From an optimization exercise on the open Yosys and OpenROAD flow, aimed at small area, a short achievable clock period and few clock cycles per item; shortcuts taken in it are not production practice. Function was checked by simulation only, so behaviour that the tests miss may differ from the original. Power figures rest on the tool's default switching activity, not on a simulated workload.

== the reference run ==
==> flow/design.v <==
package gzb_pkg;
  localparam int GRID_COLS  = 4;
  localparam int GRID_ROWS  = 4;
  localparam int ZONE_COUNT = GRID_COLS * GRID_ROWS;
  localparam int FILL_W     = 9;     
  localparam int SCR_W      = 12;
  localparam int ZS_W       = SCR_W - 2;    
  localparam int COORD_W    = 14;
  localparam logic [SCR_W-1:0] SCR_W_RESET = SCR_W'(800);
  localparam logic [SCR_W-1:0] SCR_H_RESET = SCR_W'(600);
  localparam logic OP_CLEAR  = 1'b0;
  localparam logic OP_INSERT = 1'b1;
endpackage
import gzb_pkg::*;
module gzb_lanes (
  input  logic [gzb_pkg::ZS_W-1:0]   zs,
  input  logic [11:0]                b3,
  input  logic [11:0]                u,
  input  logic                       oor,
  output logic [3:0]                 hit
);
  logic [11:0] b [5];
  logic [4:0]  lt, le;
  assign b[0] = 12'd0;
  assign b[1] = 12'(zs);
  assign b[2] = {1'b0, zs, 1'b0};
  assign b[3] = b3;
  assign b[4] = {zs, 2'b00};
  always_comb begin
    for (int k = 0; k < 5; k++) begin
      lt[k] = u < b[k];
      le[k] = u <= b[k];
    end
    for (int k = 0; k < 4; k++)
      hit[k] = !oor && !lt[k] && le[k+1];
  end
endmodule
import gzb_pkg::*;
module grid_zone_binning (
  input  logic                           clk,
  input  logic                           rst_n,
  input  logic                           in_tvalid,
  output logic                           in_tready,
  input  logic [55:0]                    in_tdata,
  input  logic                           in_tuser,
  output logic                           out_tvalid,
  input  logic                           out_tready,
  output logic [15:0]                    out_tdata,
  output logic [1:0]                     out_tuser,
  output logic                           out_tlast,
  input  logic                           cfg_valid,
  output logic                           cfg_ready,
  input  logic [0:0]                     cfg_index,
  input  logic [11:0]                    cfg_data
);
  logic [ZS_W-1:0] zw_r, zh_r;
  logic [11:0]     bw3_r, bh3_r, b3_new;
  logic        rdy_r, rv_r, rop_r;
  logic [3:0]  rc0_r, rr0_r;
  logic [12:0] rx1_r, ry1_r;    
  logic [3:0]  c0_hit, r0_hit, c1_hit, r1_hit;
  logic [13:0] x1, y1;
  logic        acc;
  logic [3:0]  col_hit, row_hit;
  logic        f1v, f2v, f1op, f2op;
  logic [3:0]  f1r, f1c, f2r, f2c;
  logic        hv, hop;
  logic [3:0]  hr, hc, hcl;
  logic [3:0]  rsel, csel;
  logic        step, pop, popd, last, last_c, hit;
  logic        f1_ld, f2_ld;
  logic [2:0]  n_all;
  logic [3:0]  zone;
  logic        pv_r, phit_r, plast_r, pclr_r;
  logic [3:0]  pzone_r;
  logic [15:0] sel, sel_r, we;
  logic [8:0]  fs_raw, fs, inc;
  logic        same;
  logic [8:0]  fill_r [ZONE_COUNT];
  logic [15:0] fv_r;
  logic        ov_r, oclr_r, wpend_r;
  logic [14:0] res, o_r;         
  assign cfg_ready = 1'b1;
  assign in_tready = rdy_r;
  assign acc       = in_tvalid && rdy_r;
  assign b3_new = 12'(cfg_data[SCR_W-1:2]) + {1'b0, cfg_data[SCR_W-1:2], 1'b0};
  always_ff @(posedge clk) begin
    if (!rst_n) begin
      zw_r  <= SCR_W_RESET[SCR_W-1:2];
      zh_r  <= SCR_H_RESET[SCR_W-1:2];
      bw3_r <= 12'(3 * (SCR_W_RESET / 4));
      bh3_r <= 12'(3 * (SCR_H_RESET / 4));
    end else if (cfg_valid) begin
      if (cfg_index == 1'b0) begin
        zw_r  <= cfg_data[SCR_W-1:2];
        bw3_r <= b3_new;
      end else begin
        zh_r  <= cfg_data[SCR_W-1:2];
        bh3_r <= b3_new;
      end
    end
  end
  assign x1 = {in_tdata[20], in_tdata[20:8]} + 14'(in_tdata[42:34]);
  assign y1 = {in_tdata[33], in_tdata[33:21]} + 14'(in_tdata[51:43]);
  gzb_lanes u_c0 (.zs(zw_r), .b3(bw3_r), .u(in_tdata[19:8]),  .oor(in_tdata[20]), .hit(c0_hit));
  gzb_lanes u_r0 (.zs(zh_r), .b3(bh3_r), .u(in_tdata[32:21]), .oor(in_tdata[33]), .hit(r0_hit));
  always_ff @(posedge clk) begin
    rop_r <= in_tuser;
    rc0_r <= c0_hit;
    rr0_r <= r0_hit;
    rx1_r <= {x1[13] | x1[12], x1[11:0]};
    ry1_r <= {y1[13] | y1[12], y1[11:0]};
  end
  gzb_lanes u_c1 (.zs(zw_r), .b3(bw3_r), .u(rx1_r[11:0]), .oor(rx1_r[12]), .hit(c1_hit));
  gzb_lanes u_r1 (.zs(zh_r), .b3(bh3_r), .u(ry1_r[11:0]), .oor(ry1_r[12]), .hit(r1_hit));
  assign col_hit = rc0_r | c1_hit;
  assign row_hit = rr0_r | r1_hit;
  always_comb begin
    rsel = '0;
    csel = '0;
    for (int i = 3; i >= 0; i--) begin
      if (hr[i])  rsel = 4'(1) << i;
      if (hcl[i]) csel = 4'(1) << i;
    end
    for (int r = 0; r < 4; r++)
      for (int c = 0; c < 4; c++)
        sel[4*r+c] = rsel[r] && csel[c] && hit;
  end
  assign hit    = hv && hop && (hr != '0) && (hc != '0);
  assign last_c = (hcl & ~csel) == '0;
  assign last   = !hit || (last_c && ((hr & ~rsel) == '0));
  assign zone   = hit ? {rsel[3] | rsel[2], rsel[3] | rsel[1],
                         csel[3] | csel[2], csel[3] | csel[1]} : 4'd0;
  assign step   = !ov_r || out_tready;
  assign pop    = !hv || (step && last);
  assign popd   = hv && step && last;
  always_ff @(posedge clk) begin
    if (!rst_n) begin
      pv_r <= 1'b0;
    end else if (step) begin
      pv_r <= hv;
    end
  end
  always_ff @(posedge clk) begin
    if (step) begin
      phit_r  <= hit;
      plast_r <= last;
      pclr_r  <= hop == OP_CLEAR;
      pzone_r <= zone;
      sel_r   <= sel;
    end
  end
  always_comb begin
    fs_raw = '0;
    for (int z = 0; z < ZONE_COUNT; z++)
      fs_raw = fs_raw | ({9{sel_r[z] && fv_r[z]}} & fill_r[z]);
  end
  assign inc  = o_r[14] ? 9'd256 : ({1'b0, o_r[11:4]} + 9'd1);
  assign same = phit_r && ov_r && o_r[13] && (o_r[3:0] == pzone_r);
  assign fs   = (ov_r && oclr_r) ? 9'd0 : (same ? inc : fs_raw);
  assign res  = {fs[8], phit_r, plast_r, fs[7:0], pzone_r};
  always_comb begin
    for (int z = 0; z < ZONE_COUNT; z++)
      we[z] = wpend_r && o_r[13] && !o_r[14] && (o_r[3:0] == 4'(z));
  end
  assign f1_ld = popd ? (f2v || (rv_r && f1v)) : (rv_r && hv && !f1v);
  assign f2_ld = rv_r && (popd ? f2v : (f1v && !f2v));
  assign n_all = 3'(hv) + 3'(f1v) + 3'(f2v) + 3'(rv_r);
  always_ff @(posedge clk) begin
    if (!rst_n) begin
      hv  <= 1'b0;
      f1v <= 1'b0;
      f2v <= 1'b0;
    end else begin
      hv  <= pop ? (f1v || rv_r) : 1'b1;
      f1v <= pop ? (f2v || (f1v && rv_r)) : (f1v || (hv && rv_r));
      f2v <= pop ? (f2v && rv_r) : (f2v || (f1v && rv_r));
    end
  end
  always_ff @(posedge clk) begin
    if (pop) begin
      if (f1v) begin
        hop <= f1op;
        hr  <= f1r;
        hc  <= f1c;
        hcl <= f1c;
      end else begin
        hop <= rop_r;
        hr  <= row_hit;
        hc  <= col_hit;
        hcl <= col_hit;
      end
    end else if (step) begin
      if (last_c) begin
        hr  <= hr & ~rsel;
        hcl <= hc;
      end else begin
        hcl <= hcl & ~csel;
      end
    end
    if (f1_ld) begin
      f1op <= f2v ? f2op : rop_r;
      f1r  <= f2v ? f2r  : row_hit;
      f1c  <= f2v ? f2c  : col_hit;
    end
    if (f2_ld) begin
      f2op <= rop_r;
      f2r  <= row_hit;
      f2c  <= col_hit;
    end
  end
  always_ff @(posedge clk) begin
    if (!rst_n) begin
      rv_r  <= 1'b0;
      rdy_r <= 1'b0;
    end else begin
      rv_r  <= acc;
      if (acc) rdy_r <= popd ? (n_all <= 3'd2) : (n_all <= 3'd1);
      else     rdy_r <= popd ? (n_all <= 3'd3) : (n_all <= 3'd2);
    end
  end
  always_ff @(posedge clk) begin
    if (!rst_n) begin
      fv_r <= '0;
    end else if (wpend_r && oclr_r) begin
      fv_r <= '0;
    end else begin
      fv_r <= fv_r | we;
    end
  end
  always_ff @(posedge clk) begin
    for (int z = 0; z < ZONE_COUNT; z++)
      if (we[z]) fill_r[z] <= inc;
  end
  always_ff @(posedge clk) begin
    if (!rst_n) begin
      ov_r    <= 1'b0;
      wpend_r <= 1'b0;
    end else begin
      if (step) ov_r <= pv_r;
      wpend_r <= step && pv_r;
    end
  end
  always_ff @(posedge clk) begin
    if (step) begin
      o_r    <= res;
      oclr_r <= pclr_r;
    end
  end
  assign out_tvalid = ov_r;
  assign out_tdata  = {4'b0000, o_r[11:0]};
  assign out_tuser  = {o_r[14], o_r[13]};
  assign out_tlast  = o_r[12];
endmodule
clock: 6.0 ns
lec_check: 0
abc_clock_period_in_ps: 2600
cap_margin: 20
core_margin: 2
core_utilization: 40
cts_buf_list: sky130_fd_sc_hd__clkbuf_8
place_density: 0.6
setup_slack_margin: 3.6
slew_margin: 20
standard.sh (not shown) runs the stock make flow with config.mk's settings and CLKGATE_MAP_FILE= SYNTH_SCRIPT=/design/flow/synth_recipe.tcl, a recipe that flattens the netlist after the stock synthesis.
==> flow/flow/run.sh <==
#!/bin/bash
# standard layout, with plain buffers (not delay cells) on the ports
set -o pipefail
export BUFFER_PORTS_ARGS="-buffer_cell sky130_fd_sc_hd__buf_2"
bash standard.sh > standard.log 2>&1
Testbench counts of the reference run, summed over its fixed seeds: cycles 8,777, items 4,800.
diff inputs: the reference run => the trial run
Settings: swapping 3.6 for 3.4 in SETUP_SLACK_MARGIN.
==> comparison <==
The trial run completed; timing, DRC and antenna clean
From the reference run to the trial run the numbers moved as follows: full die area neither gained nor lost much; switching power of the nets lost 0.000067 W; top fanout value on the critical path picked up an extra 2; wire length on met1 lost 2.0%; total power after layout lost 0.00034 W.
Relative to the reference run, the via count of the trial run is lower by 0.91%.
Data required time at the worst endpoint: the trial run vs the reference run up 1.66 ns
When the final numbers for the reference run and the trial run were put side by side, the final critical-path required period turned out to be smaller in the reference run.
Cmp the trial run vs the reference run: count of plain and timing-repair buffers in the layout lower in the trial run
Measured against each other, the reference run and the trial run differ in detailed-route wire length, the higher figure coming from the reference run.
Compared with the reference run, the trial run shows final weighted congestion of routability-driven global placement that has gone down slightly.

## re-timing with driven ports
The flow's constraints put no driver on any port. The routed layouts listed below were extracted and timed again, unchanged, in two steps. Step 1: set_driving_cell puts a clkbuf_16 on clk and a buf_2 on each other input, an assumption about the parent block. Step 2, shift: input delay + t, output delay - t, t = (earliest + latest rising clock arrival at the registers) / 2. This alone moves slack from input paths to output paths. Three values: no drivers, after step 1, after step 2; two values: the first two.
| run | t (ns) | setup WS [ns] | worst setup path after step 2 |
|---|---|---|---|
| the reference run | 0.649 | 3.555 / 3.507 / 2.939 | input to register |
| the trial run | 0.631 | 3.391 / 3.415 / 2.786 | input to register |
After both steps setup and hold are still met in every run listed. The setup slack of the reference run, which loses most, moves by -0.048 ns with the drivers and by -0.616 ns with both steps.
